Context: an optimization exercise on an open-source flow, tuned for small area. The choices shown serve that exercise and are no tape-out recipe. The RTL was checked by simulation tests, not by an equivalence proof against the original design. Power is estimated from default activity; no workload was simulated.

==> inputs of v39 <==
==> flow/design.v (excerpt) <==
module poly_voice_engine #(
  parameter int NUM_VOICES   = 8,
  parameter int PHASE_W      = 32,
  parameter int ENV_W        = 16,
  parameter int VEL_W        = 7,
  parameter int OUT_W        = 24,
  parameter int SAMPLE_DIV   = 1024,
  parameter int ATTACK_STEP  = 64,
  parameter int RELEASE_STEP = 16
) (
  input  logic                          i_clk,
  input  logic                          i_reset_n,
  input  logic                          i_cmd_valid,
  output logic                          o_cmd_ready,
  input  logic                          i_cmd_note_on,
  input  logic [$clog2(NUM_VOICES)-1:0] i_cmd_voice,
  input  logic [PHASE_W-1:0]            i_cmd_tuning,
  input  logic [VEL_W-1:0]              i_cmd_velocity,
  input  logic [1:0]                    i_wave_sel,
  output logic signed [OUT_W-1:0]       o_sample,
  output logic                          o_sample_valid,
  output logic [NUM_VOICES-1:0]         o_active_voices
);
Settings: LEC_CHECK=0, ABC_AREA=1, CAP_MARGIN=20, CORE_MARGIN=2, CORE_UTILIZATION=40, SLEW_MARGIN=20; clock period 10.0 ns.
standard.sh (not shown) runs the stock make flow with config.mk's settings and CLKGATE_MAP_FILE= SYNTH_SCRIPT=/design/flow/synth_recipe.tcl, a recipe that flattens the netlist after the stock synthesis.
==> flow/flow/run.sh <==
#!/bin/bash
set -euo pipefail
here=$(cd "$(dirname "$0")" && pwd)
export CTS_ARGS="-sink_clustering_enable -repair_clock_nets -dont_use_dummy_load -buf_list sky130_fd_sc_hd__clkbuf_4 -sink_clustering_size 8 -sink_clustering_max_diameter 50"
export BUFFER_PORTS_ARGS="-buffer_cell sky130_fd_sc_hd__buf_1"
if [[ -s "$here/synth_args.txt" ]]; then export SYNTH_ARGS="$(cat "$here/synth_args.txt")"; fi
bash standard.sh > flow_standard.log 2>&1
==> flow/flow/synth_args.txt <==
-noabc
==> v21: changes against v39 <==
--- a/flow/design.v
+++ b/flow/design.v
@@ -27,12 +27,13 @@
   localparam int SW = (AW > OUT_W ? AW : OUT_W) + 1;
   localparam int EH = ENV_W - 4;
   localparam int PH = PHASE_W / 2;
   localparam logic [TW-1:0] T_SCAN = TW'(NUM_VOICES);
   localparam logic [TW-1:0] T_OUT  = TW'(NUM_VOICES + 2);
   localparam logic [TW-1:0] T_RDY  = TW'(NUM_VOICES + 3);
+  localparam logic [TW-1:0] T_LAST = TW'(SAMPLE_DIV - 1);
   localparam logic [ENV_W-1:0] ENV_MAX = '1;
   localparam logic [ENV_W-1:0] REL = ENV_W'(RELEASE_STEP);
   typedef enum logic [1:0] {IDLE, ATTACK, SUSTAIN, RELEASE} state_t;
   logic [TW-1:0]           r_tick;
   logic [PHASE_W-1:0]      c_phase  [NUM_VOICES];
   logic [PHASE_W-1:0]      c_tuning [NUM_VOICES];
@@ -50,73 +51,55 @@
   logic signed [OUT_W-1:0] r_sample;
   logic                    r_sample_valid;
   logic                    w_scan, w_scan1, w_cmd, w_off, w_on, w_att_full, w_fresh;
   logic [VW-1:0]           w_v, w_wslot;
   state_t                  w_st;
   logic [15:0]             w_p;
+  logic [ENV_W-1:0]        w_env0, w_env1;
   logic signed [15:0]      w_wave;
-  logic                    w_rel_done, w_full1, w_done1;
-  logic [EH-1:0]           w_inc, w_dec, w_nxt_envh;
-  logic                    w_nxt_envl;
-  logic [EH:0]             w_ic, w_dc;
-  logic [TW:0]             w_tc;
-  logic [TW-1:0]           w_tick_inc;
+  logic [ENV_W:0]          w_att;
+  logic [ENV_W-1:0]        w_nxt_env;
   state_t                  w_nxt_state;
   logic [PH-1:0]           w_pa_lo, w_pb_lo, w_pa_hi, w_pb_hi;
   logic [AW-1:0]           w_accg;
+  logic signed [SW-1:0]    w_ext, w_max, w_min;
   logic signed [OUT_W-1:0] w_sat;
   logic [NUM_VOICES-1:0]   w_active;
   assign w_scan  = r_tick < T_SCAN;
   assign w_scan1 = r_tick != '0 && r_tick <= T_SCAN;
   assign w_v     = r_tick[VW-1:0];
   assign w_cmd   = i_cmd_valid && o_cmd_ready;
   assign w_off   = !i_cmd_note_on || i_cmd_velocity == '0;
   assign w_on    = w_cmd && !w_off;
   assign w_wslot = r_tick[VW-1:0] - i_cmd_voice + VW'(1);
   assign w_st    = r_state[w_v];
   assign w_fresh = r_fresh[w_v];
+  assign w_env0  = {c_envh[0], {4{c_envl[0]}}};
+  assign w_env1  = {c_envh[1], {4{c_envl[1]}}};
   assign w_p     = r_fr ? 16'd0 : c_phase[1][PHASE_W-1 -: 16];
   always_comb begin
-    w_att_full  = &c_envh[0][EH-1:2] || (c_envl[0] && c_envh[0] == EH'(4091));
-    w_rel_done  = c_envh[0] == '0 || (c_envh[0] == EH'(1) && !c_envl[0]);
+    w_att_full  = {1'b0, w_env0} + (ENV_W+1)'(ATTACK_STEP) >= {1'b0, ENV_MAX};
     w_nxt_state = w_st == ATTACK && w_att_full ? SUSTAIN :
-                  w_st == RELEASE && w_rel_done ? IDLE : w_st;
+                  w_st == RELEASE && w_env0 <= REL ? IDLE : w_st;
     w_wave = !w_scan1 || r_st == IDLE || r_sel == 2'b11 ? 16'sd0 :
              r_sel == 2'b00 ? {~w_p[15], w_p[14:0]} :
              r_sel == 2'b01 ? (w_p[15] ? 16'sh8001 : 16'sh7fff) :
              w_p[15] ? 16'h7fff - {w_p[14:0], 1'b0} : {~w_p[14], w_p[13:0], 1'b0};
-    w_full1 = &c_envh[1][EH-1:2] || (c_envl[1] && c_envh[1] == EH'(4091));
-    w_done1 = c_envh[1] == '0 || (c_envh[1] == EH'(1) && !c_envl[1]);
-    w_ic[2] = 1'b1;
-    w_dc[0] = 1'b1;
-    for (int i = 0; i < EH; i++) begin
-      if (i < 2) w_inc[i] = c_envh[1][i];
-      else begin
-        w_inc[i]  = c_envh[1][i] ^ w_ic[i];
-        w_ic[i+1] = c_envh[1][i] & w_ic[i];
-      end
-      w_dec[i]  = c_envh[1][i] ^ w_dc[i];
-      w_dc[i+1] = !c_envh[1][i] & w_dc[i];
-    end
-    w_nxt_envh = r_st == ATTACK ? (w_full1 ? '1 : w_inc) :
-                 r_st == RELEASE ? (w_done1 ? '0 : w_dec) :
-                 r_st == SUSTAIN ? c_envh[1] : '0;
-    w_nxt_envl = r_st == ATTACK ? (w_full1 || c_envl[1]) :
-                 r_st == RELEASE || r_st == SUSTAIN ? c_envl[1] && !(r_st == RELEASE && w_done1) : 1'b0;
-    w_tc[0] = 1'b1;
-    for (int i = 0; i < TW; i++) begin
-      w_tick_inc[i] = r_tick[i] ^ w_tc[i];
-      w_tc[i+1]     = r_tick[i] & w_tc[i];
-    end
+    w_att       = {1'b0, w_env1} + (ENV_W+1)'(ATTACK_STEP);
+    w_nxt_env   = r_st == ATTACK ? (w_att >= {1'b0, ENV_MAX} ? ENV_MAX : w_att[ENV_W-1:0]) :
+                  r_st == RELEASE ? (w_env1 <= REL ? '0 : w_env1 - REL) :
+                  r_st == SUSTAIN ? w_env1 : '0;
     w_pa_lo = w_fresh ? '0 : c_phase[0][PH-1:0];
     w_pb_lo = w_scan ? c_tuning[0][PH-1:0] : '0;
     w_pa_hi = r_fr ? '0 : c_phase[1][PHASE_W-1:PH];
-    w_pb_hi = w_scan1 ? ~c_tuning[1][PHASE_W-1:PH] : '0;
+    w_pb_hi = w_scan1 ? c_tuning[1][PHASE_W-1:PH] : '0;
     w_accg = r_tick == TW'(2) ? '0 : r_acc;
-    w_sat  = r_acc[AW-1:OUT_W-1] == '0 || r_acc[AW-1:OUT_W-1] == '1 ? r_acc[OUT_W-1:0] :
-             {r_acc[AW-1], {(OUT_W-1){!r_acc[AW-1]}}};
+    w_ext  = SW'(r_acc);
+    w_max  = SW'({(OUT_W-1){1'b1}});
+    w_min  = ~w_max;
+    w_sat  = w_ext > w_max ? w_max[OUT_W-1:0] : w_ext < w_min ? w_min[OUT_W-1:0] : w_ext[OUT_W-1:0];
     w_active = '0;
     for (int i = 0; i < NUM_VOICES; i++) w_active[i] = r_state[i] != IDLE;
   end
   wire gpl_n0 = w_pa_lo[0] ^ w_pb_lo[0];
   wire gpl_n1 = w_pa_lo[0] & w_pb_lo[0];
   wire gpl_n2 = w_pa_lo[1] ^ w_pb_lo[1];
@@ -1344,26 +1327,26 @@
   wire gm2_n444 = gm2_n331 ^ gm2_n418;
   wire [25:0] g_m2 = {gm2_n444, gm2_n443, gm2_n442, gm2_n441, gm2_n440, gm2_n439, gm2_n438, gm2_n437, gm2_n436, gm2_n435, gm2_n434, gm2_n433, gm2_n432, gm2_n431, gm2_n430, gm2_n429, gm2_n428, gm2_n427, gm2_n426, gm2_n425, gm2_n424, gm2_n423, gm2_n422, gm2_n421, gm2_n420, gm2_n306};
   for (genvar k = 0; k < NUM_VOICES; k++) begin : g_slot
     localparam int J = (k + NUM_VOICES - 1) % NUM_VOICES;
     always_ff @(posedge i_clk) begin
       if (w_on && w_wslot == VW'(k)) begin
-        c_tuning[k] <= k % 2 == 1 ? ~i_cmd_tuning : i_cmd_tuning;
-        c_vel[k]    <= k % 2 == 1 ? ~i_cmd_velocity : i_cmd_velocity;
+        c_tuning[k] <= i_cmd_tuning;
+        c_vel[k]    <= i_cmd_velocity;
       end else begin
-        c_tuning[k] <= ~c_tuning[J];
-        c_vel[k]    <= ~c_vel[J];
+        c_tuning[k] <= c_tuning[J];
+        c_vel[k]    <= c_vel[J];
       end
       if (k == 1) begin
         c_phase[k] <= {c_phase[J][PHASE_W-1:PH], g_ph_lo};
         c_envh[k]  <= c_envh[J];
         c_envl[k]  <= c_envl[J];
       end else if (k == 2) begin
         c_phase[k] <= {g_ph_hi, c_phase[J][PH-1:0]};
-        c_envh[k]  <= w_scan1 ? w_nxt_envh : c_envh[J];
-        c_envl[k]  <= w_scan1 ? w_nxt_envl : c_envl[J];
+        c_envh[k]  <= w_scan1 ? w_nxt_env[ENV_W-1:4] : c_envh[J];
+        c_envl[k]  <= w_scan1 ? w_nxt_env[0] : c_envl[J];
       end else begin
         c_phase[k] <= c_phase[J];
         c_envh[k]  <= c_envh[J];
         c_envl[k]  <= c_envl[J];
       end
     end
@@ -1383,13 +1366,13 @@
       r_tick         <= '0;
       r_active       <= '0;
       r_sample       <= '0;
       r_sample_valid <= 1'b0;
       for (int i = 0; i < NUM_VOICES; i++) r_state[i] <= IDLE;
     end else begin
-      r_tick         <= w_tick_inc;
+      r_tick         <= r_tick == T_LAST ? '0 : r_tick + TW'(1);
       r_active       <= w_active;
       r_sample_valid <= r_tick == T_OUT;
       if (r_tick == T_OUT) r_sample <= w_sat;
       if (w_scan) r_state[w_v] <= w_nxt_state;
       if (w_cmd && w_off && (r_state[i_cmd_voice] == ATTACK || r_state[i_cmd_voice] == SUSTAIN))
         r_state[i_cmd_voice] <= RELEASE;
==> flow/flow/run.sh (replaced) <==
#!/bin/bash
set -euo pipefail
here=$(cd "$(dirname "$0")" && pwd)
export CTS_ARGS="-sink_clustering_enable -repair_clock_nets -dont_use_dummy_load -buf_list sky130_fd_sc_hd__clkbuf_4"
export BUFFER_PORTS_ARGS="-buffer_cell sky130_fd_sc_hd__buf_1"
if [[ -s "$here/synth_args.txt" ]]; then export SYNTH_ARGS="$(cat "$here/synth_args.txt")"; fi
bash standard.sh > flow_standard.log 2>&1
removed: flow/flow/synth_args.txt
==> v11: changes against v39 <==
--- a/flow/design.v
+++ b/flow/design.v
@@ -41,17 +41,16 @@
   logic                    c_envl   [NUM_VOICES];
   state_t                  r_state  [NUM_VOICES];
   logic [NUM_VOICES-1:0]   r_fresh;
   logic [NUM_VOICES-1:0]   r_active;
   logic [1:0]              r_sel;
   state_t                  r_st;
-  logic                    r_fr, r_pc;
+  logic                    r_pc;
   logic signed [15:0]      r_a;
   logic signed [AW-1:0]    r_acc;
   logic signed [OUT_W-1:0] r_sample;
-  logic                    r_sample_valid;
   logic                    w_scan, w_scan1, w_cmd, w_off, w_on, w_att_full, w_fresh;
   logic [VW-1:0]           w_v, w_wslot;
   state_t                  w_st;
   logic [15:0]             w_p;
   logic signed [15:0]      w_wave;
   logic                    w_rel_done, w_full1, w_done1;
@@ -71,13 +70,13 @@
   assign w_cmd   = i_cmd_valid && o_cmd_ready;
   assign w_off   = !i_cmd_note_on || i_cmd_velocity == '0;
   assign w_on    = w_cmd && !w_off;
   assign w_wslot = r_tick[VW-1:0] - i_cmd_voice + VW'(1);
   assign w_st    = r_state[w_v];
   assign w_fresh = r_fresh[w_v];
-  assign w_p     = r_fr ? 16'd0 : c_phase[1][PHASE_W-1 -: 16];
+  assign w_p     = c_phase[1][PHASE_W-1 -: 16];
   always_comb begin
     w_att_full  = &c_envh[0][EH-1:2] || (c_envl[0] && c_envh[0] == EH'(4091));
     w_rel_done  = c_envh[0] == '0 || (c_envh[0] == EH'(1) && !c_envl[0]);
     w_nxt_state = w_st == ATTACK && w_att_full ? SUSTAIN :
                   w_st == RELEASE && w_rel_done ? IDLE : w_st;
     w_wave = !w_scan1 || r_st == IDLE || r_sel == 2'b11 ? 16'sd0 :
@@ -106,13 +105,13 @@
     for (int i = 0; i < TW; i++) begin
       w_tick_inc[i] = r_tick[i] ^ w_tc[i];
       w_tc[i+1]     = r_tick[i] & w_tc[i];
     end
     w_pa_lo = w_fresh ? '0 : c_phase[0][PH-1:0];
     w_pb_lo = w_scan ? c_tuning[0][PH-1:0] : '0;
-    w_pa_hi = r_fr ? '0 : c_phase[1][PHASE_W-1:PH];
+    w_pa_hi = c_phase[1][PHASE_W-1:PH];
     w_pb_hi = w_scan1 ? ~c_tuning[1][PHASE_W-1:PH] : '0;
     w_accg = r_tick == TW'(2) ? '0 : r_acc;
     w_sat  = r_acc[AW-1:OUT_W-1] == '0 || r_acc[AW-1:OUT_W-1] == '1 ? r_acc[OUT_W-1:0] :
              {r_acc[AW-1], {(OUT_W-1){!r_acc[AW-1]}}};
     w_active = '0;
     for (int i = 0; i < NUM_VOICES; i++) w_active[i] = r_state[i] != IDLE;
@@ -1351,13 +1350,13 @@
         c_vel[k]    <= k % 2 == 1 ? ~i_cmd_velocity : i_cmd_velocity;
       end else begin
         c_tuning[k] <= ~c_tuning[J];
         c_vel[k]    <= ~c_vel[J];
       end
       if (k == 1) begin
-        c_phase[k] <= {c_phase[J][PHASE_W-1:PH], g_ph_lo};
+        c_phase[k] <= {c_phase[J][PHASE_W-1:PH] & {PH{!w_fresh}}, g_ph_lo};
         c_envh[k]  <= c_envh[J];
         c_envl[k]  <= c_envl[J];
       end else if (k == 2) begin
         c_phase[k] <= {g_ph_hi, c_phase[J][PH-1:0]};
         c_envh[k]  <= w_scan1 ? w_nxt_envh : c_envh[J];
         c_envl[k]  <= w_scan1 ? w_nxt_envl : c_envl[J];
@@ -1368,36 +1367,33 @@
       end
     end
   end
   always_ff @(posedge i_clk) begin
     r_sel <= i_wave_sel;
     r_st  <= w_st;
-    r_fr  <= w_fresh;
     r_pc  <= g_ph_lo_c;
     r_a   <= g_m1;
     r_acc <= g_m2;
     if (w_scan) r_fresh[w_v] <= 1'b0;
     if (w_on) r_fresh[i_cmd_voice] <= 1'b1;
   end
   always_ff @(posedge i_clk or negedge i_reset_n) begin
     if (!i_reset_n) begin
       r_tick         <= '0;
       r_active       <= '0;
       r_sample       <= '0;
-      r_sample_valid <= 1'b0;
       for (int i = 0; i < NUM_VOICES; i++) r_state[i] <= IDLE;
     end else begin
       r_tick         <= w_tick_inc;
       r_active       <= w_active;
-      r_sample_valid <= r_tick == T_OUT;
       if (r_tick == T_OUT) r_sample <= w_sat;
       if (w_scan) r_state[w_v] <= w_nxt_state;
       if (w_cmd && w_off && (r_state[i_cmd_voice] == ATTACK || r_state[i_cmd_voice] == SUSTAIN))
         r_state[i_cmd_voice] <= RELEASE;
       if (w_on) r_state[i_cmd_voice] <= ATTACK;
     end
   end
   assign o_cmd_ready     = r_tick >= T_RDY;
   assign o_sample        = r_sample;
-  assign o_sample_valid  = r_sample_valid;
+  assign o_sample_valid  = r_tick == T_RDY;
   assign o_active_voices = r_active;
 endmodule
==> flow/flow/run.sh (replaced) <==
#!/bin/bash
set -euo pipefail
here=$(cd "$(dirname "$0")" && pwd)
export CTS_ARGS="-sink_clustering_enable -repair_clock_nets -dont_use_dummy_load -buf_list sky130_fd_sc_hd__clkbuf_2 -sink_clustering_size 6 -sink_clustering_max_diameter 40"
export BUFFER_PORTS_ARGS="-buffer_cell sky130_fd_sc_hd__buf_1"
if [[ -s "$here/synth_args.txt" ]]; then export SYNTH_ARGS="$(cat "$here/synth_args.txt")"; fi
bash standard.sh > flow_standard.log 2>&1
==> summary of the runs <==
The highest final cell count belongs to v21, the lowest to v39.
Between v11 and v39, the lower flip-flop and latch count is in v11 (gap 2).
Count of clock-buffer cells in the layout: v39 < v11 < v21.
Between v11 and v21, the lower wire length is in v11 (gap about 3.3%, measured against v21).
Power: v21 < v11 < v39.

re-timing with driven ports:
In the flow no input, the clock included, has a driving cell. The finished layouts below were timed again as built, in two steps. Step 1 assumes that a clkbuf_16 drives the clock port and a buf_2 every other input. Step 2 moves the port delays by t, midway between the first and last clock arrival at a register: inputs arrive t later, outputs are due t later. That takes back most of the time a late clock gives input paths. Three values: ideal ports, drivers, drivers and shift; two values: the first two.
run | t (ns) | setup WS [ns] | latest minus earliest clock arrival (ns) | slew at the worst register clock pin (ns) | worst slew at a driven data input, ns
v39 | 0.926 | 1.941 / 1.941 / 1.941 | 0.202 / 0.202 | 0.10 / 0.10 | 0.14
v21 | 1.045 | 1.462 / 1.462 / 1.462 | 0.134 / 0.134 | 0.07 / 0.07 | 0.10
v11 | 1.274 | 1.256 / 1.256 / 1.256 | 0.238 / 0.238 | 0.12 / 0.12 | 0.12
After both steps every run listed still meets setup and hold.
